What follows belongs to an exercise in optimizing a design on an open flow for small area; a production flow would make more cautious choices.
Only simulation tests tie the RTL to the original design; equivalence was not proved.
Power is estimated from default activity; no workload was simulated.

<file path="design/flow/run.sh">
#!/bin/bash
# synth_recipe.tcl (not shown) runs the flow's synth.tcl, then flattens the netlist and writes it again
# the make line also repeats each setting of config.mk as NAME=value (left out here)
make -C /OpenROAD-flow-scripts/flow DESIGN_CONFIG=/design/flow/config.mk WORK_HOME=/design/flow/orfs CLKGATE_MAP_FILE= SYNTH_SCRIPT=/design/flow/synth_recipe.tcl finish
</file>
<file path="design/flow/constraint.sdc">
create_clock -name core_clock -period 5.0 [get_ports {osc_o}]
set_input_delay 1.0000 -clock core_clock [delete_from_list [all_inputs] [get_ports {osc_o}]]
set_output_delay 1.0000 -clock core_clock [all_outputs]
set_load 0.01 [all_outputs]
</file>
<file path="design/flow/design.v">
module bridge_chip (
	input  logic        osc_o,
	input  logic        rst_n,
	input  logic        psel,
	input  logic        penable,
	input  logic        pwrite,
	input  logic [19:0] paddr,
	input  logic [31:0] pwdata,
	output logic        pready,
	output logic [31:0] prdata,
	input  logic        rx_cmd_valid,
	input  logic [15:0] rx_word_count,
	input  logic [1:0]  rx_vc,
	input  logic [5:0]  rx_data_type,
	output logic        tx_cmd_req,
	output logic [15:0] tx_word_count,
	output logic [1:0]  tx_vc,
	output logic [5:0]  tx_data_type,
	input  logic        tx_cmd_ack,
	input  logic        lcd_reset,
	input  logic        dphy_rdy,
	output logic        panel_rst,
	output logic        pstart,
	output logic        link_rst_n
);
	logic [54:0] apb_req_w;
	logic [32:0] apb_rsp_w;
	logic [23:0] rx_cmd_w;
	logic [23:0] tx_cmd_w;
	assign apb_req_w = {psel, penable, pwrite, paddr, pwdata};
	assign pready    = apb_rsp_w[32];
	assign prdata    = apb_rsp_w[31:0];
	assign rx_cmd_w  = {rx_word_count, rx_vc, rx_data_type};
	assign tx_word_count = tx_cmd_w[23:8];
	assign tx_vc         = tx_cmd_w[7:6];
	assign tx_data_type  = tx_cmd_w[5:0];
	bridge_top u_bridge (
		.osc_o        (osc_o),
		.rst_n        (rst_n),
		.apb_req      (apb_req_w),
		.apb_rsp      (apb_rsp_w),
		.rx_cmd_valid (rx_cmd_valid),
		.rx_cmd       (rx_cmd_w),
		.tx_cmd_req   (tx_cmd_req),
		.tx_cmd       (tx_cmd_w),
		.tx_cmd_ack   (tx_cmd_ack),
		.lcd_reset    (lcd_reset),
		.dphy_rdy     (dphy_rdy),
		.panel_rst    (panel_rst),
		.pstart       (pstart),
		.link_rst_n   (link_rst_n)
	);
endmodule

package bridge_pkg;
	typedef logic [31:0] word_t;
	typedef logic [19:0] apb_addr_t;
	typedef logic [1:0]  vc_t;
	typedef logic [5:0]  data_type_t;
	typedef logic [15:0] byte_count_t;
	typedef logic [2:0]  reg_index_t;
	typedef struct packed {
		logic      sel;
		logic      enable;
		logic      write;
		apb_addr_t addr;
		word_t     wdata;
	} apb_req_t;
	typedef struct packed {
		logic  ready;
		word_t rdata;
	} apb_rsp_t;
	typedef struct packed {
		logic       write;
		reg_index_t index;
		word_t      wdata;
	} bank_req_t;
	typedef struct packed {
		byte_count_t word_count;
		vc_t         vc;
		data_type_t  data_type;
	} rx_cmd_t;
	typedef struct packed {
		byte_count_t word_count;
		vc_t         vc;
		data_type_t  data_type;
	} tx_cmd_t;
	typedef enum logic [1:0] {APB_IDLE, APB_WAIT, APB_READY} apb_state_t;
	typedef enum logic {RB_IDLE, RB_REQ} rb_state_t;
	localparam int LINK_WIN_BIT     = 17;
	localparam int LINK_OFFSET_BITS = 10;
	localparam logic [3:0] LOC_FUNC   = 4'h0;
	localparam logic [3:0] LOC_PORT   = 4'h4;
	localparam logic [3:0] LOC_SEL    = 4'h8;
	localparam logic [3:0] LOC_STATUS = 4'hC;
	localparam data_type_t DT_DCS_READ  = 6'h06;
	localparam data_type_t DT_READ_RESP = 6'h21;
	localparam int PORT_START_BIT     = 1;
	localparam int PORT_LINK_RST_BIT  = 2;
	localparam int PORT_PANEL_RST_BIT = 7;
	localparam int STAT_LCD_RESET_BIT = 5;
	localparam int STAT_DPHY_RDY_BIT  = 4;
	localparam int STAT_DROP_BIT      = 3;
endpackage
module apb_port (
	input  logic osc_o,
	input  logic rst_n,
	input  logic psel,
	input  logic penable,
	output logic acc,     
	output logic ready    
);
	always_ff @(posedge osc_o) begin
		acc   <= rst_n && psel && !penable && !acc && !ready;
		ready <= rst_n && acc;
	end
endmodule
module ctrl_regs (
	input  logic        osc_o,
	input  logic        rst_n,
	input  logic        acc,
	input  logic        ready,
	input  logic        loc_wr,      
	input  logic [3:0]  offset,
	input  logic [31:0] wdata,
	input  logic        lcd_reset,
	input  logic        dphy_rdy,
	input  logic        drop_set,
	output logic [31:0] rdata,
	output logic        link_sel,
	output logic        panel_rst,
	output logic        pstart,
	output logic        link_rst_n
);
	logic [7:0] func_q;
	logic [7:0] port_q;
	logic       drop_q;
	logic       lcd_q, dphy_q, drop_rd;
	logic [7:0] wd8;
	assign wd8 = wdata[7:0] & {8{rst_n}};
	always_ff @(posedge osc_o) begin
		if (!rst_n || (ready && loc_wr && offset == 4'h0))
			func_q <= wd8;
		if (!rst_n || (ready && loc_wr && offset == 4'h4))
			port_q <= wd8;
		if (!rst_n || (acc && loc_wr && offset == 4'h8))
			link_sel <= wd8[0];
		drop_q <= rst_n && (drop_set || (drop_q && !(acc && loc_wr && offset == 4'hC)));
		lcd_q   <= lcd_reset;
		dphy_q  <= dphy_rdy;
		drop_rd <= drop_q;
	end
	always_comb begin
		rdata = '0;
		case (offset)
			4'h0: rdata[7:0] = func_q;
			4'h4: rdata[7:0] = port_q;
			4'h8: rdata[0]   = link_sel;
			4'hC: rdata[5:3] = {lcd_q, dphy_q, drop_rd};
			default: ;
		endcase
	end
	assign panel_rst  = func_q[0] && port_q[7];
	assign pstart     = func_q[0] && port_q[1];
	assign link_rst_n = func_q[0] && port_q[2];
endmodule
module link_regs (
	input  logic        osc_o,
	input  logic        rst_n,
	input  logic [7:0]  we,       
	input  logic [7:0]  re,       
	input  logic [31:0] wdata,    
	output logic [31:0] rdata,
	output logic [31:0] word0
);
	logic [31:0] regs [8];
	always_ff @(posedge osc_o) begin
		for (int i = 0; i < 8; i++)
			if (we[i] || !rst_n)
				regs[i] <= wdata;
	end
	always_comb begin
		rdata = '0;
		for (int i = 0; i < 8; i++)
			rdata = rdata | (regs[i] & {32{re[i]}});
	end
	assign word0 = regs[0];
endmodule
module readback_engine (
	input  logic        osc_o,
	input  logic        rst_n,
	input  logic        rx_cmd_valid,
	input  logic [1:0]  rx_k,
	input  logic [5:0]  rx_data_type,
	input  logic [31:0] tx_word0,
	input  logic [31:0] rx_word0,
	output logic        tx_cmd_req,
	output logic [7:0]  tx_id,
	output logic [1:0]  tx_vc,
	input  logic        tx_cmd_ack,
	output logic        drop_set
);
	logic is_dcs_read;
	logic accept;
	assign is_dcs_read = rx_cmd_valid && (rx_data_type == 6'h06);
	assign accept      = is_dcs_read && !tx_cmd_req && tx_word0[2];
	always_ff @(posedge osc_o) begin
		tx_cmd_req <= rst_n && (tx_cmd_req ? !tx_cmd_ack : accept);
		drop_set   <= rst_n && is_dcs_read && tx_cmd_req;
		if (accept) begin
			tx_vc <= tx_word0[1:0];
			tx_id <= rx_word0[{rx_k, 3'b000} +: 8];
		end
	end
endmodule
module bridge_top (
	input  logic                osc_o,
	input  logic                rst_n,
	input  bridge_pkg::apb_req_t apb_req,
	output bridge_pkg::apb_rsp_t apb_rsp,
	input  logic                rx_cmd_valid,
	input  bridge_pkg::rx_cmd_t rx_cmd,
	output logic                tx_cmd_req,
	output bridge_pkg::tx_cmd_t tx_cmd,
	input  logic                tx_cmd_ack,
	input  logic                lcd_reset,
	input  logic                dphy_rdy,
	output logic                panel_rst,
	output logic                pstart,
	output logic                link_rst_n
);
	logic        acc, ready;
	logic        link_sel;
	logic        drop_set;
	logic [19:0] addr;
	logic        loc_hit, link_hit;
	logic [7:0]  word;
	logic [7:0]  tx_we, rx_we, tx_re, rx_re;
	logic [31:0] wdata;
	logic [31:0] loc_rdata, tx_rdata, rx_rdata;
	logic [31:0] tx_word0, rx_word0;
	logic [7:0]  tx_id;
	logic [1:0]  tx_vc;
	assign addr     = apb_req.addr;
	assign loc_hit  = (addr[19:4] == '0);
	assign link_hit = addr[17] && (addr[9:5] == '0);
	assign wdata    = apb_req.wdata & {32{rst_n}};
	always_comb
		for (int i = 0; i < 8; i++)
			word[i] = (addr[4:2] == i);
	assign tx_re = word & {8{link_hit && !link_sel}};
	assign rx_re = word & {8{link_hit &&  link_sel}};
	assign tx_we = tx_re & {8{acc && apb_req.write}};
	assign rx_we = rx_re & {8{acc && apb_req.write}};
	apb_port u_apb_port (
		.osc_o   (osc_o),
		.rst_n   (rst_n),
		.psel    (apb_req.sel),
		.penable (apb_req.enable),
		.acc     (acc),
		.ready   (ready)
	);
	ctrl_regs u_ctrl_regs (
		.osc_o      (osc_o),
		.rst_n      (rst_n),
		.acc        (acc),
		.ready      (ready),
		.loc_wr     (loc_hit && apb_req.write),
		.offset     (addr[3:0]),
		.wdata      (wdata),
		.lcd_reset  (lcd_reset),
		.dphy_rdy   (dphy_rdy),
		.drop_set   (drop_set),
		.rdata      (loc_rdata),
		.link_sel   (link_sel),
		.panel_rst  (panel_rst),
		.pstart     (pstart),
		.link_rst_n (link_rst_n)
	);
	link_regs u_tx_regs (
		.osc_o (osc_o),
		.rst_n (rst_n),
		.we    (tx_we),
		.re    (tx_re),
		.wdata (wdata),
		.rdata (tx_rdata),
		.word0 (tx_word0)
	);
	link_regs u_rx_regs (
		.osc_o (osc_o),
		.rst_n (rst_n),
		.we    (rx_we),
		.re    (rx_re),
		.wdata (wdata),
		.rdata (rx_rdata),
		.word0 (rx_word0)
	);
	readback_engine u_readback_engine (
		.osc_o        (osc_o),
		.rst_n        (rst_n),
		.rx_cmd_valid (rx_cmd_valid),
		.rx_k         (rx_cmd.word_count[1:0]),
		.rx_data_type (rx_cmd.data_type),
		.tx_word0     (tx_word0),
		.rx_word0     (rx_word0),
		.tx_cmd_req   (tx_cmd_req),
		.tx_id        (tx_id),
		.tx_vc        (tx_vc),
		.tx_cmd_ack   (tx_cmd_ack),
		.drop_set     (drop_set)
	);
	assign apb_rsp.ready = ready;
	assign apb_rsp.rdata = (loc_hit ? loc_rdata : '0) | tx_rdata | rx_rdata;
	assign tx_cmd.word_count = {8'h00, tx_id};
	assign tx_cmd.vc         = tx_vc;
	assign tx_cmd.data_type  = 6'h21;
endmodule
</file>
<file path="design/flow/config.mk">
export PLATFORM = sky130hd
export DESIGN_NAME = bridge_chip
export DESIGN_NICKNAME = bridge_chip
export VERILOG_FILES = /design/flow/design.v
export SDC_FILE = /design/flow/constraint.sdc
export NUM_CORES = 4
export LEC_CHECK = 0
export CAP_MARGIN = 20
export CORE_MARGIN = 2
export CORE_UTILIZATION = 40
export SLEW_MARGIN = 20
</file>
==> results of run 1 <==
-- power groups by stage --
stage                     sequential [uW]  combinational, uW  clock [uW]
final                                5550                806        3970
after global routing                 5570                840        4170
after CTS                            5540                794        4000
after detailed placement             5640                792           0
after global placement               5620                784           0
after floorplan                      5600                423           0
-- per-layer routing --
| metal | vias up | part of all wire [%] | global-route usage, % |
|---|---|---|---|
| li1 | 5697 | - | - |
| met1 | 7136 | 40 | 34.8 |
| met2 | 919 | 45 | 39.1 |
| met3 | 149 | 11 | 5.06 |
| met4 | 2 | 3.7 | 9.72 |
| met5 | - | 0.018 | 0 |
-- through the flow --
step / cells / setup WS, ps / total power (uW) / util [%]
2_1_floorplan: 1301 / 184 / 6020 / -
4_1_cts: 2246 / 68.0 / 10300 / 48.9
3_3_place_gp: 2152 / 117 / 6400 / 45.7
5_1_grt: 2250 / 1.23 / 10600 / 49.0
3_5_place_dp: 2152 / 97.3 / 6430 / 45.7
6_report: 2250 / 40.0 / 10300 / 49.0
-- final cells by class --
cell class              count  area [um2]  share of cell area [%]
multi-input cells         658        5120                    19.5
repair buffers            252        2260                    8.58
clock inverters            26         228                   0.866
inverters                   3        11.3                  0.0428
clock buffers              68        1470                    5.58
flip-flops and latches    547       16300                    62.1
well taps                 696         871                    3.31
-- worst max-delay path: cells and delay by family --
family | cells | cell delay [ps]
and+or+nand+nor | 4 | 1180
AOI/OAI and AO/OA | 2 | 300
buffers and inverters | 4 | 1470
-- state kept, by name (all words and copies together) (netlist names), 2 cells and up --
name	cells
u_bridge.u_readback_engine.tx_vc	2
u_bridge.u_readback_engine.tx_id	8
u_bridge.u_ctrl_regs.port_q	8
u_bridge.u_rx_regs.regs	256
u_bridge.u_tx_regs.regs	256
u_bridge.u_ctrl_regs.func_q	8
-- final timing paths --
path / startpoint / end / slack (ps) / cells past startpoint
setup / recovery: paddr[7] / prdata[19] / 40 / 10
hold / removal: u_bridge.u_ctrl_regs.drop_q$_DFF_P_ / u_bridge.u_ctrl_regs.drop_rd$_DFF_P_ / 370 / 0
setup reg to reg: u_bridge.u_ctrl_regs.link_sel$_DFFE_PP_ / u_bridge.u_tx_regs.regs[3][11]$_DFFE_PP_ / 1860 / 7
hold reg to reg: u_bridge.u_ctrl_regs.drop_q$_DFF_P_ / u_bridge.u_ctrl_regs.drop_rd$_DFF_P_ / 370 / 0
-- logic make-up after synthesis --
family / Yosys count
AND/OR/NAND/NOR: 243
multiplexers: 121
other: 2
AO/OA/AOI/OAI: 279
flip-flops: 547
buffers and inverters: 97
-- repair_timing --
action / CTS / global route
setup endpoints to repair: 0 / 3
gates resized for setup: 0 / 2
setup buffers: 0 / 3
-- cells in the mapped netlist (all sizes together) (3+ instances only) --
master,count,area share (%)
o311ai,3,0.12
o21ai,28,0.65
mux4,15,1.6
and2,39,1.1
a22oi,70,2.4
buf,70,2.0
clkbuf,24,0.41
o21a,4,0.14
nand3,44,1.1
nor4,8,0.26
nor3,26,0.84
and3,5,0.14
o211ai,4,0.14
a2111oi,3,0.12
nand2b,4,0.12
dfxtp,8,0.74
a221oi,26,1.0
a222oi,14,0.65
o221ai,6,0.24
o22ai,16,0.46
or3,4,0.12
a32o,5,0.23
mux2,36,1.9
inv,3,0.052
a211oi,3,0.10
nand3b,3,0.10
a32oi,3,0.12
nand2,46,0.82
nor2b,9,0.26
nand4,6,0.17
edfxtp,539,75
mux2i,70,3.2
a21oi,34,0.78
o31ai,16,0.55
a22o,18,0.73
nor2,41,0.74
o32ai,7,0.28
a221o,3,0.14
==> flow_metrics.env, run 1 <==
export IMPL_rows=85
export IMPL_vias=13900
export IMPL_ir_worst_vdd_uv=249
export IMPL_num_io_pins=146
export IMPL_grt_setup_unrepaired="no"
export IMPL_clk_latency_ps=620
export IMPL_drv_cap=0
export IMPL_syn_area_per_cell_um2=16.8
export IMPL_start_util_pct=40.4
export IMPL_grt_max_degree=49
export IMPL_cts_tree="done"
export IMPL_clock_sinks=547
export IMPL_io_buffers=115
export IMPL_synth_compound_area_share_pct=9.55
export IMPL_clock_power_share_pct=38.5
export IMPL_power_density_mw_per_mm2=392
export IMPL_via_per_inst=6.18
export IMPL_synth_area_mm2=0.0217
export IMPL_finalClockSkew_ps=22.6
export IMPL_netlist_instances=1289
export IMPL_fin_area_mm2=0.0263
export IMPL_yosys_warnings=6
export IMPL_ys_seq_elements=547
export IMPL_fillers=4462
export IMPL_synth_edf_count=539
export IMPL_p_int_uw=7980
export IMPL_cts_buffers=54
export IMPL_yosysUniqueCellTypes=67
export IMPL_crit_type="input port to output port"
export IMPL_grt_pass1_wl_mm=99.3
export IMPL_post_dp_hpwl_mm=45.1
export IMPL_fin_nets=1601
export IMPL_hold_viol=0
export IMPL_worstSetupEndpointType="output port"
export IMPL_ys_flop_type="edfxtp_1"
export IMPL_cts_clk_slew_worst_paths_ps=60
export IMPL_place_gp_congestion=0.867
export IMPL_final_cell_mix="edfxtp_1, buf_4, clkdlybuf4s50_1"
export IMPL_relSlewSlack_pct=28.8
export IMPL_synth_top_family_by_area="compound AO/OA/AOI/OAI gates"
export IMPL_clockBufferDepth=3
export IMPL_muxShareOfSynthArea_pct=6.65
export IMPL_status="timing/DRC/antenna clean"
export IMPL_grt_pass1_vias=13400
export IMPL_placed_cell_area_mm2=0.0246
export IMPL_required_ps=4000
export IMPL_synthAdderAreaFrac_pct=0
export IMPL_p_switching_uw=2340
export IMPL_grt_antenna_before_repair=2
export IMPL_drc_errors=0
export IMPL_drtIter0Drc=2240
export IMPL_seq_area_frac_synth_pct=75.3
export IMPL_setup_tns_ps=0
export IMPL_dieArea_mm2=0.0562
export IMPL_period_share_pct=99.2
export IMPL_first_pass_iters=6
export IMPL_root_buffer="clkbuf_16"
export IMPL_slew_violations=0
export IMPL_drive_gt1_share_pct=20.0
export IMPL_crit_arrival_ps=3960
export IMPL_final_common_cell="edfxtp_1"
export IMPL_die_h_um=237
export IMPL_wl_per_cell_um=31.7
export IMPL_htreeDepth=2
export IMPL_antenna_cells=0
export IMPL_fp_dieW_um=237
export IMPL_drtAntennaViolNets=0
export IMPL_p_comb_share_pct=7.8
export IMPL_grt_overflow_total=0
export IMPL_swShare_pct=22.7
export IMPL_worstPathMaxFanout=5
export IMPL_cpMaxStageDelayCell="clkdlybuf4s50_1"
export IMPL_slowest_delay_ps=610
export IMPL_path_cells="clkdlybuf4s50_1, nor3_4, and3_1, nand2_1, buf_4, nor2_1, buf_4, a211oi_1, o211ai_1, clkdlybuf4s50_1"
export IMPL_fin_crit_ps=4960
export IMPL_synth_simple_area_share_pct=6.05
export IMPL_hp_class="flop to flop"
export IMPL_setup_viol=0
export IMPL_hold_buffers=0
export IMPL_critPathLaunchType="input port"
export IMPL_worst_pin_slew_ps=1060
export IMPL_synth_async_reset_ratio_pct=0
export IMPL_power_leakage_uw=0.00893
export IMPL_yosys_area_share_xor_xnor_pct=0
export IMPL_seqPwrFrac_pct=53.7
export IMPL_area_delta_synth_final_pct=21.1
export IMPL_fin_hold_ws_ps=369
export IMPL_track_usage_pct=25.1
export IMPL_fmax_mhz=202
export IMPL_wl_mm=71.4
export IMPL_core_area_mm2=0.0537
==> inputs of run 2 (changes only) <==
--- a/design/flow/design.v
+++ b/design/flow/design.v
@@ -122,6 +122,7 @@
 	input  logic        ready,
 	input  logic        loc_wr,      
 	input  logic [3:0]  offset,
+	input  logic [3:0]  rd_loc,      
 	input  logic [31:0] wdata,
 	input  logic        lcd_reset,
 	input  logic        dphy_rdy,
@@ -152,13 +153,9 @@
 	end
 	always_comb begin
 		rdata = '0;
-		case (offset)
-			4'h0: rdata[7:0] = func_q;
-			4'h4: rdata[7:0] = port_q;
-			4'h8: rdata[0]   = link_sel;
-			4'hC: rdata[5:3] = {lcd_q, dphy_q, drop_rd};
-			default: ;
-		endcase
+		rdata[7:0] = (func_q & {8{rd_loc[0]}}) | (port_q & {8{rd_loc[1]}});
+		rdata[0]   = rdata[0] | (link_sel & rd_loc[2]);
+		rdata[5:3] = rdata[5:3] | ({lcd_q, dphy_q, drop_rd} & {3{rd_loc[3]}});
 	end
 	assign panel_rst  = func_q[0] && port_q[7];
 	assign pstart     = func_q[0] && port_q[1];
@@ -248,10 +245,22 @@
 	always_comb
 		for (int i = 0; i < 8; i++)
 			word[i] = (addr[4:2] == i);
-	assign tx_re = word & {8{link_hit && !link_sel}};
-	assign rx_re = word & {8{link_hit &&  link_sel}};
-	assign tx_we = tx_re & {8{acc && apb_req.write}};
-	assign rx_we = rx_re & {8{acc && apb_req.write}};
+	assign tx_we = word & {8{acc && apb_req.write && link_hit && !link_sel}};
+	assign rx_we = word & {8{acc && apb_req.write && link_hit &&  link_sel}};
+	logic       rd_tx, rd_rx;
+	logic [2:0] rd_idx;
+	logic [3:0] rd_loc;
+	always_ff @(posedge osc_o) begin
+		rd_tx  <= link_hit && !link_sel;
+		rd_rx  <= link_hit &&  link_sel;
+		rd_idx <= addr[4:2];
+		rd_loc <= {4{loc_hit}} & {addr[3:0] == 4'hC, addr[3:0] == 4'h8, addr[3:0] == 4'h4, addr[3:0] == 4'h0};
+	end
+	always_comb
+		for (int i = 0; i < 8; i++) begin
+			tx_re[i] = rd_tx && (rd_idx == i);
+			rx_re[i] = rd_rx && (rd_idx == i);
+		end
 	apb_port u_apb_port (
 		.osc_o   (osc_o),
 		.rst_n   (rst_n),
@@ -267,6 +276,7 @@
 		.ready      (ready),
 		.loc_wr     (loc_hit && apb_req.write),
 		.offset     (addr[3:0]),
+		.rd_loc     (rd_loc),
 		.wdata      (wdata),
 		.lcd_reset  (lcd_reset),
 		.dphy_rdy   (dphy_rdy),
@@ -310,7 +320,7 @@
 		.drop_set     (drop_set)
 	);
 	assign apb_rsp.ready = ready;
-	assign apb_rsp.rdata = (loc_hit ? loc_rdata : '0) | tx_rdata | rx_rdata;
+	assign apb_rsp.rdata = loc_rdata | tx_rdata | rx_rdata;
 	assign tx_cmd.word_count = {8'h00, tx_id};
 	assign tx_cmd.vc         = tx_vc;
 	assign tx_cmd.data_type  = 6'h21;
==> flow_metrics.env, run 2 <==
export IMPL_yosysUniqueCellTypes=69
export IMPL_post_dp_hpwl_mm=41.5
export IMPL_fmax_mhz=207
export IMPL_power_leakage_uw=0.00872
export IMPL_dieArea_mm2=0.0564
export IMPL_p_switching_uw=2300
export IMPL_via_per_inst=6.15
export IMPL_grt_pass1_vias=12900
export IMPL_required_ps=4000
export IMPL_crit_start="u_bridge.rd_idx[2]$_DFF_P_"
export IMPL_drv_cap=0
export IMPL_yosys_warnings=6
export IMPL_clockBufferDepth=3
export IMPL_grt_pass1_wl_mm=95.2
export IMPL_drive_gt1_share_pct=17.4
export IMPL_yosys_area_top_type="edfxtp_1"
export IMPL_ys_top_cells_by_area="edfxtp_1, mux4_2, mux2i_1"
export IMPL_netlist_top_cells_count="edfxtp_1, a22oi_1, mux2i_1"
export IMPL_seq_area_frac_synth_pct=75.8
export IMPL_grt_antenna_before_repair=1
export IMPL_syn_area_per_cell_um2=17.6
export IMPL_num_io_pins=146
export IMPL_grt_max_degree=57
export IMPL_cts_resized=0
export IMPL_drc_errors=0
export IMPL_fin_area_mm2=0.0261
export IMPL_placed_cell_area_mm2=0.0243
export IMPL_synth_async_reset_ratio_pct=0
export IMPL_first_pass_iters=6
export IMPL_regToRegSetupSlack_ps=2900
export IMPL_ys_seq_elements=556
export IMPL_critPathLaunchType="flop"
export IMPL_seqPwrFrac_pct=53.7
export IMPL_crit_arrival_ps=3820
export IMPL_worstPathMaxFanout=41
export IMPL_min_from="u_bridge.u_ctrl_regs.drop_q$_DFF_P_"
export IMPL_slew_violations=0
export IMPL_hold_buffers=0
export IMPL_grt_overflow_total=0
export IMPL_final_cell_mix="edfxtp_1, clkdlybuf4s50_1, a22oi_1"
export IMPL_setup_tns_ps=0
export IMPL_cts_buffers=56
export IMPL_wl_per_cell_um=31.5
export IMPL_finalClockSkew_ps=17.6
export IMPL_antenna_cells=0
export IMPL_fin_crit_ps=4820
export IMPL_start_util_pct=40.5
export IMPL_cts_setup_buffers=0
export IMPL_clock_sinks=556
export IMPL_worst_pin_slew_ps=1130
export IMPL_io_buffers=115
export IMPL_ys_flop_type="edfxtp_1"
export IMPL_rows=85
export IMPL_die_h_um=237
export IMPL_cts_tree="done"
export IMPL_p_int_uw=8200
export IMPL_grt_setup_unrepaired="no"
export IMPL_drtAntennaViolNets=0
export IMPL_fillers=4526
export IMPL_place_gp_congestion=0.817
export IMPL_power_density_mw_per_mm2=403
export IMPL_hold_viol=0
export IMPL_htreeDepth=2
export IMPL_final_common_cell="edfxtp_1"
export IMPL_ir_worst_vdd_uv=253
export IMPL_clock_power_share_pct=39.6
export IMPL_status="timing/DRC/antenna clean"
export IMPL_root_buffer="clkbuf_16"
export IMPL_track_usage_pct=23.9
export IMPL_worstSetupEndpointType="output port"
export IMPL_hp_class="flop to flop"
export IMPL_period_share_pct=96.4
export IMPL_wl_mm=67.8
export IMPL_fin_nets=1496
export IMPL_synth_edf_count=539
export IMPL_drtIter0Drc=2025
export IMPL_clk_latency_ps=610
export IMPL_r2r_start="u_bridge.u_apb_port.acc$_DFF_P_"
export IMPL_synth_top_area_share_pct=74.2
export IMPL_synth_most_common_cell="edfxtp_1"
export IMPL_area_delta_synth_final_pct=19.6
export IMPL_vias=13200
export IMPL_synth_area_mm2=0.0218
export IMPL_swShare_pct=21.9
export IMPL_cts_clk_slew_worst_paths_ps=60
export IMPL_reg_top3="u_bridge.u_rx_regs.regs: 256 flops, u_bridge.u_tx_regs.regs: 256 flops"
export IMPL_p_comb_share_pct=6.8
export IMPL_fp_dieW_um=237
export IMPL_setup_viol=0
export IMPL_netlist_instances=1239
export IMPL_core_area_mm2=0.0538
export IMPL_relSlewSlack_pct=24.7
export IMPL_crit_type="flop to output port"
run 2: cell type report:
cell class / count / area (um2) / area share [%]
clock buffer: 76 / 1530 / 5.86
inverter: 9 / 33.8 / 0.130
timing repair buffer: 190 / 1790 / 6.85
tap: 696 / 871 / 3.34
clock inverter: 25 / 267 / 1.02
sequential: 556 / 16500 / 63.4
multi-input combinational: 598 / 5050 / 19.4
run 2: final timing paths:
kind / to / cells past startpoint
worst min register to register: u_bridge.u_ctrl_regs.drop_rd$_DFF_P_ / 0
worst max register to register: u_bridge.u_rx_regs.regs[6][18]$_DFFE_PP_ / 4
worst min-delay path: u_bridge.u_ctrl_regs.drop_rd$_DFF_P_ / 0
worst max-delay path: prdata[2] / 6
run 2: routing by layer:
metal / GRT usage (%) / routed length [um] / share of wire (%) / up-vias
met2: 37.6 / 31700 / 47 / 813
met1: 32.3 / 26600 / 39 / 6815
met5: 0 / 46 / 0.068 / -
met3: 5.88 / 6760 / 10 / 155
li1: - / - / - / 5433
met4: 9.19 / 2690 / 4.0 / 2
run 2: logic make-up after synthesis:
logic type / count (synthesis) / share of synthesized area, %
flops: 556 / 75.8
compound gates: 269 / 9.49
simple gates: 197 / 5.22
mux: 118 / 7.27
buf+inv: 97 / 2.18
other cells: 2 / 0.0344
run 2: critical path: stages (launching register included):
cell and delay (ps):
dfxtp_4 800, buf_4 420, nand3b_1 500, o21a_1 240, o221ai_1 100, or4_1 590, clkdlybuf4s50_1 510
run 2: through the flow:
stage	cells	power, uW	util (%)	setup slack, ps	hold slack [ps]
detailed placement	2049	6430	45.1	823	339
global route	2150	10800	48.4	138	360
floorplan	1251	6060	-	754	326
finish	2150	10500	48.4	178	352
CTS	2150	10500	48.4	179	352
global placement	2049	6410	45.1	837	330
run 2: power groups by stage:
stage / clock network, uW / logic, uW / registers [uW]
after floorplan: 0 / 391 / 5670
after global placement: 0 / 696 / 5710
after detailed placement: 0 / 705 / 5730
after CTS: 4190 / 707 / 5630
after global routing: 4380 / 745 / 5660
final: 4160 / 710 / 5640
==> inputs of run 3 (changes only) <==
==> design/flow/flow/run.sh (new file) <==
#!/bin/bash
# Standard ORFS layout with three changes:
#  - synthesis maps logic with an area-oriented ABC script (registers are
#    untouched: same dfflibmap step, names and cell types as standard synthesis)
#  - ports are buffered with buf_1 instead of the default delay buffer
#  - CTS inserts no dummy loads
# Every tool's output goes to a log in this folder (and ORFS keeps its own
# per-step logs under orfs/logs).
set -euo pipefail
here=$(pwd)
rm -rf "$here/scripts_local"
cp -r "$FLOW_HOME/scripts" "$here/scripts_local"
cp "$here/flow/abc_area_nf.script" "$here/scripts_local/abc_speed.script"
export SCRIPTS_DIR="$here/scripts_local"
export BUFFER_PORTS_ARGS="-buffer_cell sky130_fd_sc_hd__buf_1"
export CTS_ARGS="-sink_clustering_enable -repair_clock_nets -dont_use_dummy_load"
bash standard.sh > "$here/orfs_make.log" 2>&1
==> design/flow/flow/abc_area_nf.script (new file) <==
strash
&get -n
&st
&dch
&nf -R 1000
&put
==> design/flow/standard.sh (new file) <==
#!/bin/bash
# synth_recipe.tcl (not shown) runs the flow's synth.tcl, then flattens the netlist and writes it again
# the make line also repeats each setting of config.mk as NAME=value (left out here)
make -C /OpenROAD-flow-scripts/flow DESIGN_CONFIG=/design/flow/config.mk WORK_HOME=/design/flow/orfs CLKGATE_MAP_FILE= SYNTH_SCRIPT=/design/flow/synth_recipe.tcl "${@:-finish}"
removed: design/flow/run.sh
==> flow_metrics.env, run 3 <==
export IMPL_power_density_mw_per_mm2=406
export IMPL_hold_buffers=0
export IMPL_root_buffer="clkbuf_16"
export IMPL_reg_top3="u_bridge.u_rx_regs.regs: 256 flops, u_bridge.u_tx_regs.regs: 256 flops"
export IMPL_grt_setup_unrepaired="no"
export IMPL_cpMaxStageDelayCell="a221oi_1"
export IMPL_rows=81
export IMPL_grt_antenna_before_repair=1
export IMPL_drtIter0Drc=1756
export IMPL_via_per_inst=5.81
export IMPL_cts_clk_slew_worst_paths_ps=60
export IMPL_instances_no_fill=1955
export IMPL_drtAntennaViolNets=0
export IMPL_placed_cell_area_mm2=0.0218
export IMPL_htreeDepth=2
export IMPL_ys_seq_elements=556
export IMPL_final_cell_mix="edfxtp_1, nand2_1, buf_1"
export IMPL_clk_latency_ps=610
export IMPL_ir_worst_vdd_uv=236
export IMPL_ys_top_cells_by_area="edfxtp_1, a222oi_1, nand2_1"
export IMPL_track_usage_pct=19.9
export IMPL_synth_area_mm2=0.0200
export IMPL_grt_pass1_wl_mm=74.1
export IMPL_fillers=4149
export IMPL_worstPathMaxFanout=22
export IMPL_worstSetupEndpointType="output port"
export IMPL_cts_resized=0
export IMPL_dieArea_mm2=0.0517
export IMPL_worst_pin_slew_ps=1150
export IMPL_drive_gt1_share_pct=10.3
export IMPL_critPathLaunchType="flop"
export IMPL_dp_slack_ps=1260
export IMPL_cp_top_family="compound AO/OA/AOI/OAI gates"
export IMPL_hp_class="flop to flop"
export IMPL_core_area_mm2=0.0491
export IMPL_fin_nets=1378
export IMPL_fin_util_pct=47.3
export IMPL_cts_buffers=56
export IMPL_grt_pass1_vias=11000
export IMPL_cts_setup_buffers=0
export IMPL_vias=11400
export IMPL_synth_edf_count=539
export IMPL_required_ps=4000
export IMPL_clock_sinks=556
export IMPL_grt_max_degree=46
export IMPL_wl_per_cell_um=26.2
export IMPL_ys_flop_type="edfxtp_1"
export IMPL_yosys_warnings=6
export IMPL_drv_cap=0
export IMPL_power_leakage_uw=0.00764
export IMPL_cts_tree="done"
export IMPL_fp_dieW_um=227
export IMPL_seq_area_frac_synth_pct=82.8
export IMPL_setup_slack_ps=644
export IMPL_regToRegSetupSlack_ps=2430
export IMPL_antenna_cells=0
export IMPL_wl_mm=51.2
export IMPL_setup_viol=0
export IMPL_start_util_pct=40.7
export IMPL_dp_cells=1899
export IMPL_fin_area_mm2=0.0232
export IMPL_die_h_um=227
export IMPL_fmax_mhz=230
export IMPL_first_pass_iters=12
export IMPL_syn_area_per_cell_um2=18.6
export IMPL_io_buffers=115
export IMPL_netlist_instances=1074
export IMPL_netlist_top_cells_count="edfxtp_1, nand2_1, a222oi_1"
export IMPL_synth_top_area_share_pct=81.1
export IMPL_crit_arrival_ps=3360
export IMPL_relSlewSlack_pct=23.6
export IMPL_path_cells="nor3_1, and2_1, a222oi_1, nand4_1, a221oi_1, nand3_1, buf_1"
export IMPL_slew_violations=0
export IMPL_place_gp_congestion=0.773
export IMPL_setup_tns_ps=0
export IMPL_post_dp_hpwl_mm=30.2
export IMPL_yosysUniqueCellTypes=32
export IMPL_slowest_delay_ps=590
export IMPL_drc_errors=0
export IMPL_hold_viol=0
export IMPL_crit_type="flop to output port"
export IMPL_clockBufferDepth=3
export IMPL_grt_overflow_total=0
export IMPL_critPathBufInv=1
export IMPL_fin_crit_ps=4360
export IMPL_finalClockSkew_ps=57.5
export IMPL_final_common_cell="edfxtp_1"
export IMPL_synth_async_reset_ratio_pct=0
export IMPL_area_delta_synth_final_pct=16.4
export IMPL_num_io_pins=146
export IMPL_yosys_area_top_type="edfxtp_1"
export IMPL_synth_most_common_cell="edfxtp_1"
export IMPL_status="timing/DRC/antenna clean"
export IMPL_period_share_pct=87.1
run 3: cell count changes after synthesis, sizes merged, moves of 20 or more:
| cell | delta |
|---|---|
| mux2i | -57 |
| buf | -44 |
| clkbuf | -29 |
| a22oi | -50 |
| mux4 | -21 |
| mux2 | -32 |
| a222oi | +98 |
| nand4 | +24 |
| o22ai | -20 |
| nand2 | +104 |
| nand3 | +21 |
run 3: area by class of cell:
| cell class | count | area (um2) | area share, % |
|---|---|---|---|
| flip-flops and latches | 556 | 16500 | 71.2 |
| multi-input cells | 514 | 3550 | 15.3 |
| clock buffers | 56 | 1400 | 6.04 |
| repair buffers | 163 | 896 | 3.86 |
| well taps | 664 | 831 | 3.58 |
| inverters | 2 | 7.51 | 0.0323 |
run 3: power by group:
group | leakage [uW] | internal, uW | total, uW | switching, uW
combinational | 0.00162 | 69.9 | 311 | 242
clock | 0.000690 | 1950 | 3510 | 1560
sequential | 0.00533 | 5510 | 5610 | 103
total | 0.00764 | 7530 | 9430 | 1900
run 3: worst reg2reg max path, delay by kind of cell (launching register included):
family / cells / cell delay [ps]
DFF: 1 / 350
buffers and inverters: 1 / 350
and+or+nand+nor: 3 / 730
AOI/OAI and AO/OA: 1 / 790
run 3: kinds of logic after synthesis:
logic type	Yosys count	share of synthesized area [%]
AOI/OAI and AO/OA	198	8.44
DFF	556	82.8
other	2	0.0376
muxes	8	0.903
buffers and inverters	16	0.564
and+or+nand+nor	294	7.22
run 3: through the flow:
stage | hold WS, ps | power, uW
6_report | 356 | 9430
5_1_grt | 372 | 9720
4_1_cts | 355 | 9490
3_5_place_dp | 353 | 6030
3_3_place_gp | 336 | 6000
2_1_floorplan | 331 | 5830
run 3: routing by layer:
| layer | track usage [%] | vias to the layer above | wire length, um |
|---|---|---|---|
| met5 | 0 | - | 11 |
| met4 | 5.33 | 2 | 1120 |
| met1 | 27.7 | 5786 | 21200 |
| met2 | 32.3 | 540 | 24500 |
| li1 | - | 4945 | - |
| met3 | 3.65 | 83 | 4380 |
run 3: worst paths after layout:
check,cells after the start,endpoint,from
setup reg to reg,5,u_bridge.u_rx_regs.regs[6][9]$_DFFE_PP_,u_bridge.u_apb_port.acc$_DFF_P_
setup / recovery,7,prdata[3],u_bridge.rd_idx[2]$_DFF_P_
hold / removal,0,u_bridge.u_ctrl_regs.drop_rd$_DFF_P_,u_bridge.u_ctrl_regs.drop_q$_DFF_P_
hold reg to reg,0,u_bridge.u_ctrl_regs.drop_rd$_DFF_P_,u_bridge.u_ctrl_regs.drop_q$_DFF_P_
==> inputs of run 4 (changes only) <==
--- a/design/flow/design.v
+++ b/design/flow/design.v
@@ -166,22 +166,22 @@
 	input  logic        rst_n,
 	input  logic [7:0]  we,       
 	input  logic [7:0]  re,       
-	input  logic [31:0] wdata,    
+	input  logic [31:0] wdata_n,  
 	output logic [31:0] rdata,
 	output logic [31:0] word0
 );
-	logic [31:0] regs [8];
+	logic [31:0] regs_n [8];
 	always_ff @(posedge osc_o) begin
 		for (int i = 0; i < 8; i++)
 			if (we[i] || !rst_n)
-				regs[i] <= wdata;
+				regs_n[i] <= wdata_n;
 	end
 	always_comb begin
 		rdata = '0;
 		for (int i = 0; i < 8; i++)
-			rdata = rdata | (regs[i] & {32{re[i]}});
+			rdata = rdata | (~regs_n[i] & {32{re[i]}});
 	end
-	assign word0 = regs[0];
+	assign word0 = ~regs_n[0];
 endmodule
 module readback_engine (
 	input  logic        osc_o,
@@ -250,11 +250,11 @@
 	logic       rd_tx, rd_rx;
 	logic [2:0] rd_idx;
 	logic [3:0] rd_loc;
-	always_ff @(posedge osc_o) begin
-		rd_tx  <= link_hit && !link_sel;
-		rd_rx  <= link_hit &&  link_sel;
-		rd_idx <= addr[4:2];
-		rd_loc <= {4{loc_hit}} & {addr[3:0] == 4'hC, addr[3:0] == 4'h8, addr[3:0] == 4'h4, addr[3:0] == 4'h0};
+	always_comb begin
+		rd_tx  = link_hit && !link_sel;
+		rd_rx  = link_hit &&  link_sel;
+		rd_idx = addr[4:2];
+		rd_loc = {4{loc_hit}} & {addr[3:0] == 4'hC, addr[3:0] == 4'h8, addr[3:0] == 4'h4, addr[3:0] == 4'h0};
 	end
 	always_comb
 		for (int i = 0; i < 8; i++) begin
@@ -292,7 +292,7 @@
 		.rst_n (rst_n),
 		.we    (tx_we),
 		.re    (tx_re),
-		.wdata (wdata),
+		.wdata_n (~wdata),
 		.rdata (tx_rdata),
 		.word0 (tx_word0)
 	);
@@ -301,7 +301,7 @@
 		.rst_n (rst_n),
 		.we    (rx_we),
 		.re    (rx_re),
-		.wdata (wdata),
+		.wdata_n (~wdata),
 		.rdata (rx_rdata),
 		.word0 (rx_word0)
 	);
==> design/flow/flow/run.sh (replaced) <==
#!/bin/bash
# Standard ORFS layout with three changes:
#  - synthesis maps logic with an area-oriented ABC script (registers are
#    untouched: same dfflibmap step, names and cell types as standard synthesis)
#  - ports are buffered with buf_1 instead of the default delay buffer
#  - CTS inserts no dummy loads and builds its tree from clkbuf_8 with
#    clusters of up to 20 sinks
# Every tool's output goes to a log in this folder (and ORFS keeps its own
# per-step logs under orfs/logs).
set -euo pipefail
here=$(pwd)
rm -rf "$here/scripts_local"
cp -r "$FLOW_HOME/scripts" "$here/scripts_local"
cp "$here/flow/abc_area_nf.script" "$here/scripts_local/abc_speed.script"
export SCRIPTS_DIR="$here/scripts_local"
export BUFFER_PORTS_ARGS="-buffer_cell sky130_fd_sc_hd__buf_1"
export CTS_ARGS="-sink_clustering_enable -repair_clock_nets -dont_use_dummy_load -buf_list sky130_fd_sc_hd__clkbuf_8 -sink_clustering_size 20 -sink_clustering_max_diameter 60"
bash standard.sh > "$here/orfs_make.log" 2>&1
==> flow_metrics.env, run 4 <==
export IMPL_status="timing/DRC/antenna clean"
export IMPL_slowest_delay_ps=540
export IMPL_cts_clk_slew_worst_paths_ps=80
export IMPL_cts_resized=0
export IMPL_path_cells="buf_1, or4_1, nor3b_1, nor2b_1, buf_12, nand4_1, buf_4, o22ai_1, nor3_1, nand3_1, buf_1"
export IMPL_crit_type="input port to output port"
export IMPL_final_common_cell="edfxtp_1"
export IMPL_area_delta_synth_final_pct=13.0
export IMPL_muxShareOfSynthArea_pct=0.916
export IMPL_placed_cell_area_mm2=0.0217
export IMPL_synth_edf_count=539
export IMPL_via_per_inst=5.89
export IMPL_clock_sinks=547
export IMPL_hp_class="flop to flop"
export IMPL_reg_top3="u_bridge.u_rx_regs.regs_n: 256 flops, u_bridge.u_tx_regs.regs_n: 256 flops"
export IMPL_cp_top_family="simple AND/OR/NAND/NOR gates"
export IMPL_ir_worst_vdd_uv=151
export IMPL_ys_flop_type="edfxtp_1"
export IMPL_worst_pin_slew_ps=948
export IMPL_finalClockSkew_ps=61.5
export IMPL_cts_buffers=39
export IMPL_synth_most_common_cell="edfxtp_1"
export IMPL_yosys_warnings=6
export IMPL_crit_arrival_ps=3750
export IMPL_synth_top_area_share_pct=82.3
export IMPL_synth_async_reset_ratio_pct=0
export IMPL_seq_area_frac_synth_pct=83.1
export IMPL_wl_mm=56.2
export IMPL_yosys_area_share_xor_xnor_pct=0
export IMPL_io_buffers=115
export IMPL_drtAntennaViolNets=0
export IMPL_fin_area_mm2=0.0222
export IMPL_netlist_top_cells_count="edfxtp_1, o22ai_1, nand2_1"
export IMPL_critPathBufInv=4
export IMPL_track_usage_pct=22.2
export IMPL_hold_buffers=0
export IMPL_vias=11600
export IMPL_path_common_cell="buf_1"
export IMPL_num_io_pins=146
export IMPL_fin_crit_ps=4750
export IMPL_fp_dieW_um=226
export IMPL_htreeDepth=2
export IMPL_post_dp_hpwl_mm=30.8
export IMPL_clk_latency_ps=620
export IMPL_grt_pass1_vias=11400
export IMPL_fmax_mhz=211
export IMPL_ys_seq_elements=547
export IMPL_hold_viol=0
export IMPL_drtIter0Drc=1416
export IMPL_total_power_uw=7900
export IMPL_clockBufferDepth=3
export IMPL_netlist_instances=1087
export IMPL_synth_top_family_by_area="compound AO/OA/AOI/OAI gates"
export IMPL_final_cell_mix="edfxtp_1, o22ai_1, buf_1"
export IMPL_dp_slack_ps=244
export IMPL_critPathLaunchType="input port"
export IMPL_setup_slack_ps=250
export IMPL_drive_gt1_share_pct=10.4
export IMPL_core_area_mm2=0.0487
export IMPL_grt_pass1_wl_mm=80.0
export IMPL_cts_tree="done"
export IMPL_ys_top_cells_by_area="edfxtp_1, o22ai_1, o221ai_1"
export IMPL_power_leakage_uw=0.00726
export IMPL_yosys_area_top_type="edfxtp_1"
export IMPL_grt_setup_unrepaired="no"
export IMPL_rows=81
export IMPL_grt_overflow_total=0
export IMPL_cts_setup_buffers=0
export IMPL_required_ps=4000
export IMPL_synth_area_mm2=0.0197
export IMPL_fin_nets=1390
export IMPL_first_pass_iters=5
export IMPL_grt_max_degree=40
export IMPL_drc_errors=0
export IMPL_start_util_pct=40.3
export IMPL_place_gp_congestion=0.787
export IMPL_wl_per_cell_um=28.5
export IMPL_slew_violations=0
export IMPL_relSlewSlack_pct=36.8
export IMPL_root_buffer="clkbuf_8"
export IMPL_setup_viol=0
export IMPL_antenna_cells=0
export IMPL_dieArea_mm2=0.0510
export IMPL_synth_compound_area_share_pct=10.1
export IMPL_fin_hold_ws_ps=353
export IMPL_worstSetupEndpointType="output port"
export IMPL_cpMaxStageDelayCell="or4_1"
export IMPL_period_share_pct=95.0
export IMPL_worstPathMaxFanout=20
export IMPL_drv_cap=0
export IMPL_grt_antenna_before_repair=0
export IMPL_synthAdderAreaFrac_pct=0
export IMPL_synth_simple_area_share_pct=4.96
export IMPL_yosysUniqueCellTypes=33
export IMPL_power_density_mw_per_mm2=356
export IMPL_die_h_um=226
export IMPL_fin_util_pct=45.6
export IMPL_syn_area_per_cell_um2=18.1
## run 4: cell count changes after synthesis, moves of 24 or more
cell | previous run | this run
nand3_1 | 42 | 18
nor3_1 | 1 | 39
a222oi_1 | 109 | 0
and2_0 | 38 | 6
o22a_1 | 0 | 33
o221ai_1 | 0 | 40
nand2_1 | 133 | 77
o22ai_1 | 0 | 176
## run 4: per-stage QoR
stage / setup TNS, ps / cells
after detailed placement: 0 / 1928
final: 0 / 1967
after floorplan: -46830 / 1099
after global placement: 0 / 1928
after CTS: 0 / 1967
after global routing: 0 / 1967
## run 4: cells by family after synthesis
logic type,count (synthesis)
flip-flops,547
AO/OA/AOI/OAI,290
AND/OR/NAND/NOR,207
buffers and inverters,33
multiplexers,8
other,2
## run 4: cell type report
| type | count | area, um2 |
|---|---|---|
| timing repair buffer | 179 | 1040 |
| inverter | 19 | 71.3 |
| tap | 664 | 831 |
| sequential | 547 | 16300 |
| multi-input combinational | 519 | 3400 |
| fill | 4211 | 26500 |
| clock buffer | 39 | 537 |
## run 4: worst paths after layout
check             slack (ps)  depth (start not counted)                                    start                                         end
setup reg to reg        2330                          6  u_bridge.u_ctrl_regs.link_sel$_DFFE_PP_  u_bridge.u_tx_regs.regs_n[7][25]$_DFFE_PP_
hold reg to reg          350                          0      u_bridge.u_ctrl_regs.drop_q$_DFF_P_        u_bridge.u_ctrl_regs.drop_rd$_DFF_P_
setup / recovery         250                         11                                 paddr[6]                                   prdata[0]
hold / removal           350                          0      u_bridge.u_ctrl_regs.drop_q$_DFF_P_        u_bridge.u_ctrl_regs.drop_rd$_DFF_P_
## run 4: report_power, final
part           leakage, uW  internal, uW  switching (uW)
Clock             0.000280           705            1320
Sequential         0.00541          5430             110
Combinational      0.00157          76.6             262
## run 4: layer usage
metal,track usage (%),share of wire [%]
met1,31.0,42
met2,36.0,48
met3,4.18,8.4
met4,5.83,2.0
met5,0,0
## run 4: worst reg2reg max path, cell delays in order (launching register included)
cell and delay, ps:
edfxtp_1 440, nor2b_1 240, buf_12 170, nand3_1 460
buf_4 370, o21ai_4 140, buf_4 440
==> inputs of run 5 (changes only) <==
--- a/design/flow/config.mk
+++ b/design/flow/config.mk
@@ -7,5 +7,5 @@
 export LEC_CHECK = 0
 export CAP_MARGIN = 20
 export CORE_MARGIN = 2
-export CORE_UTILIZATION = 40
+export CORE_UTILIZATION = 60
 export SLEW_MARGIN = 20
==> flow_metrics.env, run 5 <==
export IMPL_status="timing/DRC/antenna clean"
export IMPL_fin_hold_ws_ps=373
export IMPL_synth_top_area_share_pct=82.3
export IMPL_cts_tree="done"
export IMPL_dieArea_mm2=0.0342
export IMPL_crit_type="input port to output port"
export IMPL_worst_pin_slew_ps=1100
export IMPL_power_density_mw_per_mm2=356
export IMPL_via_per_inst=6.71
export IMPL_fin_crit_ps=4650
export IMPL_drtIter0Drc=1628
export IMPL_reg_top3="u_bridge.u_rx_regs.regs_n: 256 flops, u_bridge.u_tx_regs.regs_n: 256 flops"
export IMPL_drv_cap=0
export IMPL_synth_simple_area_share_pct=4.96
export IMPL_instances_no_fill=1726
export IMPL_grt_overflow_total=0
export IMPL_grt_pass1_wl_mm=74.7
export IMPL_yosys_area_top_type="edfxtp_1"
export IMPL_power_leakage_uw=0.00716
export IMPL_fin_nets=1371
export IMPL_wl_per_cell_um=30.9
export IMPL_seq_area_frac_synth_pct=83.1
export IMPL_num_io_pins=146
export IMPL_cts_setup_buffers=0
export IMPL_drtAntennaViolNets=0
export IMPL_worstPathMaxFanout=32
export IMPL_ys_flop_type="edfxtp_1"
export IMPL_setup_viol=0
export IMPL_worstSetupEndpointType="output port"
export IMPL_yosys_warnings=6
export IMPL_netlist_top_cells_count="edfxtp_1, o22ai_1, nand2_1"
export IMPL_synth_compound_area_share_pct=10.1
export IMPL_synth_most_common_cell="edfxtp_1"
export IMPL_htreeDepth=2
export IMPL_slew_violations=0
export IMPL_yosys_area_share_xor_xnor_pct=0
export IMPL_cts_resized=0
export IMPL_grt_pass1_vias=11000
export IMPL_synth_top_family_by_area="compound AO/OA/AOI/OAI gates"
export IMPL_synth_area_mm2=0.0197
export IMPL_final_cell_mix="edfxtp_1, o22ai_1, buf_1"
export IMPL_ys_top_cells_by_area="edfxtp_1, o22ai_1, o221ai_1"
export IMPL_grt_antenna_before_repair=0
export IMPL_syn_area_per_cell_um2=18.1
export IMPL_area_delta_synth_final_pct=10.7
export IMPL_finalClockSkew_ps=64.5
export IMPL_muxShareOfSynthArea_pct=0.916
export IMPL_synth_async_reset_ratio_pct=0
export IMPL_fmax_mhz=215
export IMPL_die_h_um=185
export IMPL_place_gp_congestion=0.775
export IMPL_dp_cells=1691
export IMPL_clockBufferDepth=3
export IMPL_clock_sinks=547
export IMPL_synth_edf_count=539
export IMPL_track_usage_pct=31.6
export IMPL_first_pass_iters=7
export IMPL_core_area_mm2=0.0324
export IMPL_antenna_cells=0
export IMPL_clk_latency_ps=570
export IMPL_ys_seq_elements=547
export IMPL_crit_arrival_ps=3650
export IMPL_root_buffer="clkbuf_8"
export IMPL_hp_class="flop to flop"
export IMPL_hold_buffers=0
export IMPL_synthAdderAreaFrac_pct=0
export IMPL_ir_worst_vdd_uv=286
export IMPL_yosysUniqueCellTypes=33
export IMPL_drc_errors=0
export IMPL_hold_viol=0
export IMPL_vias=11600
export IMPL_period_share_pct=93.0
export IMPL_cts_clk_slew_worst_paths_ps=50
export IMPL_start_util_pct=60.7
export IMPL_grt_max_degree=57
export IMPL_setup_tns_ps=0
export IMPL_final_common_cell="edfxtp_1"
export IMPL_rows=66
export IMPL_required_ps=4000
export IMPL_relSlewSlack_pct=26.6
export IMPL_wl_mm=53.4
export IMPL_post_dp_hpwl_mm=27.2
export IMPL_netlist_instances=1087
export IMPL_io_buffers=115
export IMPL_grt_setup_unrepaired="no"
export IMPL_critPathLaunchType="input port"
export IMPL_drive_gt1_share_pct=9.19
export IMPL_fp_dieW_um=185
export IMPL_cts_buffers=35
export IMPL_fillers=2251
-- run 5: power by group --
| part | switching, uW | internal, uW | leakage, uW |
|---|---|---|---|
| clock | 1260 | 636 | 0.000252 |
| sequential | 108 | 5430 | 0.00541 |
| combinational | 257 | 71.3 | 0.00150 |
| total | 1620 | 6130 | 0.00716 |
-- run 5: through the flow --
stage | power [uW] | util, % | setup slack [ps] | instance area [um2]
after global routing | 7960 | 67.2 | 178 | 21800
after global placement | 5940 | 65.7 | 475 | 21300
after floorplan | 5760 | - | -183 | 19700
final | 7760 | 67.2 | 352 | 21800
after CTS | 7770 | 67.2 | 399 | 21800
after detailed placement | 5960 | 65.7 | 399 | 21300
-- run 5: area by class of cell --
class	count	area [um2]	share of cell area (%)
inverters	19	71.3	0.328
clock buffers	35	482	2.21
well taps	442	553	2.54
repair buffers	164	903	4.15
multi-input cells	519	3410	15.7
flip-flops and latches	547	16300	75.1
-- run 5: critical path: stages --
cell and delay [ps]:
buf_1 60, or4_1 540, nor3b_1 290, and2_0 350, buf_4 220, nand2_1 50, buf_4 340, o22a_1 260
o21ai_0 120, nor4_1 110, nand3_1 120, buf_1 170
-- run 5: kinds of logic after synthesis --
| group | count (synthesis) |
|---|---|
| DFF | 547 |
| AOI/OAI and AO/OA | 290 |
| and+or+nand+nor | 207 |
| buffers and inverters | 33 |
| muxes | 8 |
| other | 2 |
-- run 5: routing by layer --
| layer | wire [um] | vias up | global-route usage [%] |
|---|---|---|---|
| li1 | - | 4921 | - |
| met1 | 20800 | 5880 | 45.0 |
| met2 | 25700 | 688 | 51.5 |
| met3 | 5510 | 99 | 5.17 |
| met4 | 1380 | 0 | 8.95 |
| met5 | 0 | - | 0 |
-- run 5: final timing paths --
kind                                      startpoint                                          to  slack, ps  cells after the start
max                                         paddr[6]                                   prdata[5]        350                     12
min reg2reg      u_bridge.u_ctrl_regs.drop_q$_DFF_P_        u_bridge.u_ctrl_regs.drop_rd$_DFF_P_        370                      0
min              u_bridge.u_ctrl_regs.drop_q$_DFF_P_        u_bridge.u_ctrl_regs.drop_rd$_DFF_P_        370                      0
max reg2reg  u_bridge.u_ctrl_regs.link_sel$_DFFE_PP_  u_bridge.u_rx_regs.regs_n[1][26]$_DFFE_PP_       2540                      6
==> inputs of run 6 (changes only) <==
--- a/design/flow/design.v
+++ b/design/flow/design.v
@@ -123,7 +123,7 @@
 	input  logic        loc_wr,      
 	input  logic [3:0]  offset,
 	input  logic [3:0]  rd_loc,      
-	input  logic [31:0] wdata,
+	input  logic [7:0]  wdata_n,     
 	input  logic        lcd_reset,
 	input  logic        dphy_rdy,
 	input  logic        drop_set,
@@ -133,19 +133,18 @@
 	output logic        pstart,
 	output logic        link_rst_n
 );
-	logic [7:0] func_q;
-	logic [7:0] port_q;
+	logic [7:0] func_n;
+	logic [7:0] port_n;
+	logic       sel_n;
 	logic       drop_q;
 	logic       lcd_q, dphy_q, drop_rd;
-	logic [7:0] wd8;
-	assign wd8 = wdata[7:0] & {8{rst_n}};
 	always_ff @(posedge osc_o) begin
 		if (!rst_n || (ready && loc_wr && offset == 4'h0))
-			func_q <= wd8;
+			func_n <= wdata_n;
 		if (!rst_n || (ready && loc_wr && offset == 4'h4))
-			port_q <= wd8;
+			port_n <= wdata_n;
 		if (!rst_n || (acc && loc_wr && offset == 4'h8))
-			link_sel <= wd8[0];
+			sel_n <= wdata_n[0];
 		drop_q <= rst_n && (drop_set || (drop_q && !(acc && loc_wr && offset == 4'hC)));
 		lcd_q   <= lcd_reset;
 		dphy_q  <= dphy_rdy;
@@ -153,13 +152,14 @@
 	end
 	always_comb begin
 		rdata = '0;
-		rdata[7:0] = (func_q & {8{rd_loc[0]}}) | (port_q & {8{rd_loc[1]}});
-		rdata[0]   = rdata[0] | (link_sel & rd_loc[2]);
+		rdata[7:0] = (~func_n & {8{rd_loc[0]}}) | (~port_n & {8{rd_loc[1]}});
+		rdata[0]   = rdata[0] | (~sel_n & rd_loc[2]);
 		rdata[5:3] = rdata[5:3] | ({lcd_q, dphy_q, drop_rd} & {3{rd_loc[3]}});
 	end
-	assign panel_rst  = func_q[0] && port_q[7];
-	assign pstart     = func_q[0] && port_q[1];
-	assign link_rst_n = func_q[0] && port_q[2];
+	assign link_sel   = !sel_n;
+	assign panel_rst  = !(func_n[0] || port_n[7]);
+	assign pstart     = !(func_n[0] || port_n[1]);
+	assign link_rst_n = !(func_n[0] || port_n[2]);
 endmodule
 module link_regs (
 	input  logic        osc_o,
@@ -233,7 +233,7 @@
 	logic        loc_hit, link_hit;
 	logic [7:0]  word;
 	logic [7:0]  tx_we, rx_we, tx_re, rx_re;
-	logic [31:0] wdata;
+	logic [31:0] wdata_n;
 	logic [31:0] loc_rdata, tx_rdata, rx_rdata;
 	logic [31:0] tx_word0, rx_word0;
 	logic [7:0]  tx_id;
@@ -241,7 +241,7 @@
 	assign addr     = apb_req.addr;
 	assign loc_hit  = (addr[19:4] == '0);
 	assign link_hit = addr[17] && (addr[9:5] == '0);
-	assign wdata    = apb_req.wdata & {32{rst_n}};
+	assign wdata_n  = ~(apb_req.wdata & {32{rst_n}});
 	always_comb
 		for (int i = 0; i < 8; i++)
 			word[i] = (addr[4:2] == i);
@@ -277,7 +277,7 @@
 		.loc_wr     (loc_hit && apb_req.write),
 		.offset     (addr[3:0]),
 		.rd_loc     (rd_loc),
-		.wdata      (wdata),
+		.wdata_n    (wdata_n[7:0]),
 		.lcd_reset  (lcd_reset),
 		.dphy_rdy   (dphy_rdy),
 		.drop_set   (drop_set),
@@ -292,7 +292,7 @@
 		.rst_n (rst_n),
 		.we    (tx_we),
 		.re    (tx_re),
-		.wdata_n (~wdata),
+		.wdata_n (wdata_n),
 		.rdata (tx_rdata),
 		.word0 (tx_word0)
 	);
@@ -301,7 +301,7 @@
 		.rst_n (rst_n),
 		.we    (rx_we),
 		.re    (rx_re),
-		.wdata_n (~wdata),
+		.wdata_n (wdata_n),
 		.rdata (rx_rdata),
 		.word0 (rx_word0)
 	);
==> design/flow/flow/abc_area_nf.script (replaced) <==
strash
&get -n
&st
&dc2
&dch
&nf -R 1000
&put
==> flow_metrics.env, run 6 <==
export IMPL_num_io_pins=146
export IMPL_seq_area_frac_synth_pct=83.8
export IMPL_p_switching_uw=1630
export IMPL_seqPwrFrac_pct=71.1
export IMPL_synth_top_area_share_pct=82.9
export IMPL_cp_top_family="simple AND/OR/NAND/NOR gates"
export IMPL_fin_nets=1368
export IMPL_multi_input_area_mm2=0.00328
export IMPL_drv_cap=0
export IMPL_fmax_mhz=225
export IMPL_cts_resized=0
export IMPL_p_comb_share_pct=4.3
export IMPL_worstPathMaxFanout=18
export IMPL_power_density_mw_per_mm2=359
export IMPL_cts_buffers=36
export IMPL_final_cell_mix="edfxtp_1, o22ai_1, buf_1"
export IMPL_io_buffers=115
export IMPL_dieArea_mm2=0.0340
export IMPL_grt_overflow_total=0
export IMPL_slew_violations=0
export IMPL_grt_setup_unrepaired="no"
export IMPL_relSlewSlack_pct=23.6
export IMPL_placed_cell_area_mm2=0.0212
export IMPL_drtAntennaViolNets=0
export IMPL_fin_crit_ps=4440
export IMPL_ys_top_cells_by_area="edfxtp_1, o22ai_1, nor4_1"
export IMPL_synth_most_common_cell="edfxtp_1"
export IMPL_yosysUniqueCellTypes=32
export IMPL_critPathLaunchType="input port"
export IMPL_area_delta_synth_final_pct=11.2
export IMPL_die_h_um=184
export IMPL_slowest_delay_ps=570
export IMPL_yosys_area_top_type="edfxtp_1"
export IMPL_grt_pass1_vias=11100
export IMPL_drtIter0Drc=1564
export IMPL_ys_seq_elements=547
export IMPL_period_share_pct=88.7
export IMPL_crit_arrival_ps=3440
export IMPL_yosys_warnings=6
export IMPL_reg_top3="u_bridge.u_rx_regs.regs_n: 256 flops, u_bridge.u_tx_regs.regs_n: 256 flops"
export IMPL_grt_antenna_before_repair=0
export IMPL_finalClockSkew_ps=56.5
export IMPL_rows=66
export IMPL_status="timing/DRC/antenna clean"
export IMPL_cpMaxStageDelayCell="nand3_2"
export IMPL_via_per_inst=6.76
export IMPL_final_common_cell="edfxtp_1"
export IMPL_fin_area_mm2=0.0217
export IMPL_cts_clk_slew_worst_paths_ps=90
export IMPL_core_area_mm2=0.0323
export IMPL_crit_type="input port to output port"
export IMPL_drc_errors=0
export IMPL_required_ps=4000
export IMPL_fillers=2259
export IMPL_critPathBufInv=4
export IMPL_netlist_instances=1083
export IMPL_synth_area_mm2=0.0195
export IMPL_grt_pass1_wl_mm=76.1
export IMPL_p_int_uw=6160
export IMPL_synth_edf_count=539
export IMPL_hp_class="flop to flop"
export IMPL_cts_tree="done"
export IMPL_setup_viol=0
export IMPL_ir_worst_vdd_uv=249
export IMPL_netlist_top_cells_count="edfxtp_1, o22ai_1, nand2_1"
export IMPL_setup_tns_ps=0
export IMPL_path_cells="buf_1, nor4_1, nor4bb_1, buf_4, nand3_2, buf_12, o22ai_1, nor4_1, nand3_1, buf_1"
export IMPL_worstSetupEndpointType="output port"
export IMPL_start_util_pct=60.4
export IMPL_wl_mm=53.8
export IMPL_first_pass_iters=6
export IMPL_fp_dieW_um=184
export IMPL_cts_setup_buffers=0
export IMPL_clockBufferDepth=3
export IMPL_clock_power_share_pct=24.6
export IMPL_ys_flop_type="edfxtp_1"
export IMPL_post_dp_hpwl_mm=29.4
export IMPL_grt_max_degree=40
export IMPL_syn_area_per_cell_um2=18.0
export IMPL_clk_latency_ps=590
export IMPL_track_usage_pct=32.1
export IMPL_htreeDepth=2
export IMPL_antenna_cells=0
export IMPL_swShare_pct=21.0
export IMPL_power_leakage_uw=0.00717
export IMPL_place_gp_congestion=0.781
export IMPL_vias=11700
export IMPL_root_buffer="clkbuf_8"
export IMPL_wl_per_cell_um=31.2
export IMPL_worst_pin_slew_ps=1140
export IMPL_drive_gt1_share_pct=9.13
export IMPL_seqCellArea_mm2=0.0163
export IMPL_synth_async_reset_ratio_pct=0
export IMPL_hold_viol=0
export IMPL_clock_sinks=547
export IMPL_hold_buffers=0
run 6: power groups by stage:
stage	Combinational (uW)	Sequential (uW)	Clock [uW]
after floorplan	155	5610	0
after global placement	334	5620	0
after detailed placement	339	5640	0
after CTS	339	5530	1940
after global routing	360	5570	2070
final	339	5540	1920
run 6: per-layer routing:
metal	vias up	global-route usage, %	routed length [um]
met1	6020	45.9	21600
met3	96	4.07	4420
met5	-	0	0
met2	616	52.6	26500
li1	4924	-	-
met4	0	9.28	1390
run 6: final cells by class:
| type | instances | share of cell area (%) |
|---|---|---|
| Clock buffer | 36 | 2.28 |
| Multi-Input combinational cell | 524 | 15.1 |
| Tap cell | 442 | 2.55 |
| Timing Repair Buffer | 164 | 4.57 |
| Sequential cell | 547 | 75.3 |
| Inverter | 10 | 0.173 |
run 6: worst paths after layout:
path                                   startpoint                                          to  slack, ps  cells past startpoint
max                                      paddr[6]                                  prdata[25]        560                     10
min           u_bridge.u_ctrl_regs.drop_q$_DFF_P_        u_bridge.u_ctrl_regs.drop_rd$_DFF_P_        380                      0
max reg2reg  u_bridge.u_ctrl_regs.sel_n$_DFFE_PP_  u_bridge.u_rx_regs.regs_n[0][25]$_DFFE_PP_       1960                      5
min reg2reg   u_bridge.u_ctrl_regs.drop_q$_DFF_P_        u_bridge.u_ctrl_regs.drop_rd$_DFF_P_        380                      0
run 6: kinds of logic after synthesis:
group	count (synthesis)	share of synthesized area (%)
buf+inv	24	0.731
flops	547	83.8
simple gates	214	5.37
mux	8	0.923
other cells	2	0.0385
compound gates	288	9.18
run 6: through the flow:
stage                     utilization, %  worst slack (ps)  hold slack (ps)  std cells  power (uW)
after floorplan                        -              -195              331       1095        5770
after global placement              65.7               591              377       1687        5960
after detailed placement            65.7               584              379       1687        5980
after CTS                           67.2               583              383       1723        7810
after global routing                67.2               442              384       1723        8000
final                               67.2               563              385       1723        7790

[afterwards: timing with drivers on the ports]
The flow's constraints put no driver on any port. The routed layouts listed below were extracted and timed again, unchanged, in two steps. Step 1, drivers: a clkbuf_16 drives osc_o and a buf_2 each remaining input, both assumed. Step 2, shift: input delay + t, output delay - t, t = (earliest + latest rising clock arrival at the registers) / 2. This alone moves slack from input paths to output paths. a / b / c = ideal ports / drivers / drivers and shift; a / b = the first two.
run | t (ns) | setup WS [ns] | clock arrival spread, ns | worst register clock-pin slew, ns | pins driven straight from the clock port
run 1 | 0.674 | 0.040 / 0.015 / 0.015 | 0.025 / 0.024 | 0.06 / 0.06 | 1
run 2 | 0.662 | 0.178 / 0.119 / 0.781 | 0.023 / 0.024 | 0.06 / 0.06 | 1
run 3 | 0.640 | 0.644 / 0.591 / 1.204 | 0.060 / 0.060 | 0.06 / 0.06 | 1
run 4 | 0.653 | 0.250 / 0.223 / 0.223 | 0.085 / 0.086 | 0.12 / 0.12 | 1
run 5 | 0.585 | 0.352 / 0.331 / 0.331 | 0.072 / 0.072 | 0.12 / 0.12 | 1
run 6 | 0.603 | 0.563 / 0.540 / 0.540 | 0.073 / 0.073 | 0.12 / 0.12 | 1
After both steps every run listed still meets setup and hold. For run 4, which loses most, drivers alone change the setup slack by -0.027 ns; drivers and shift together by -0.027 ns.
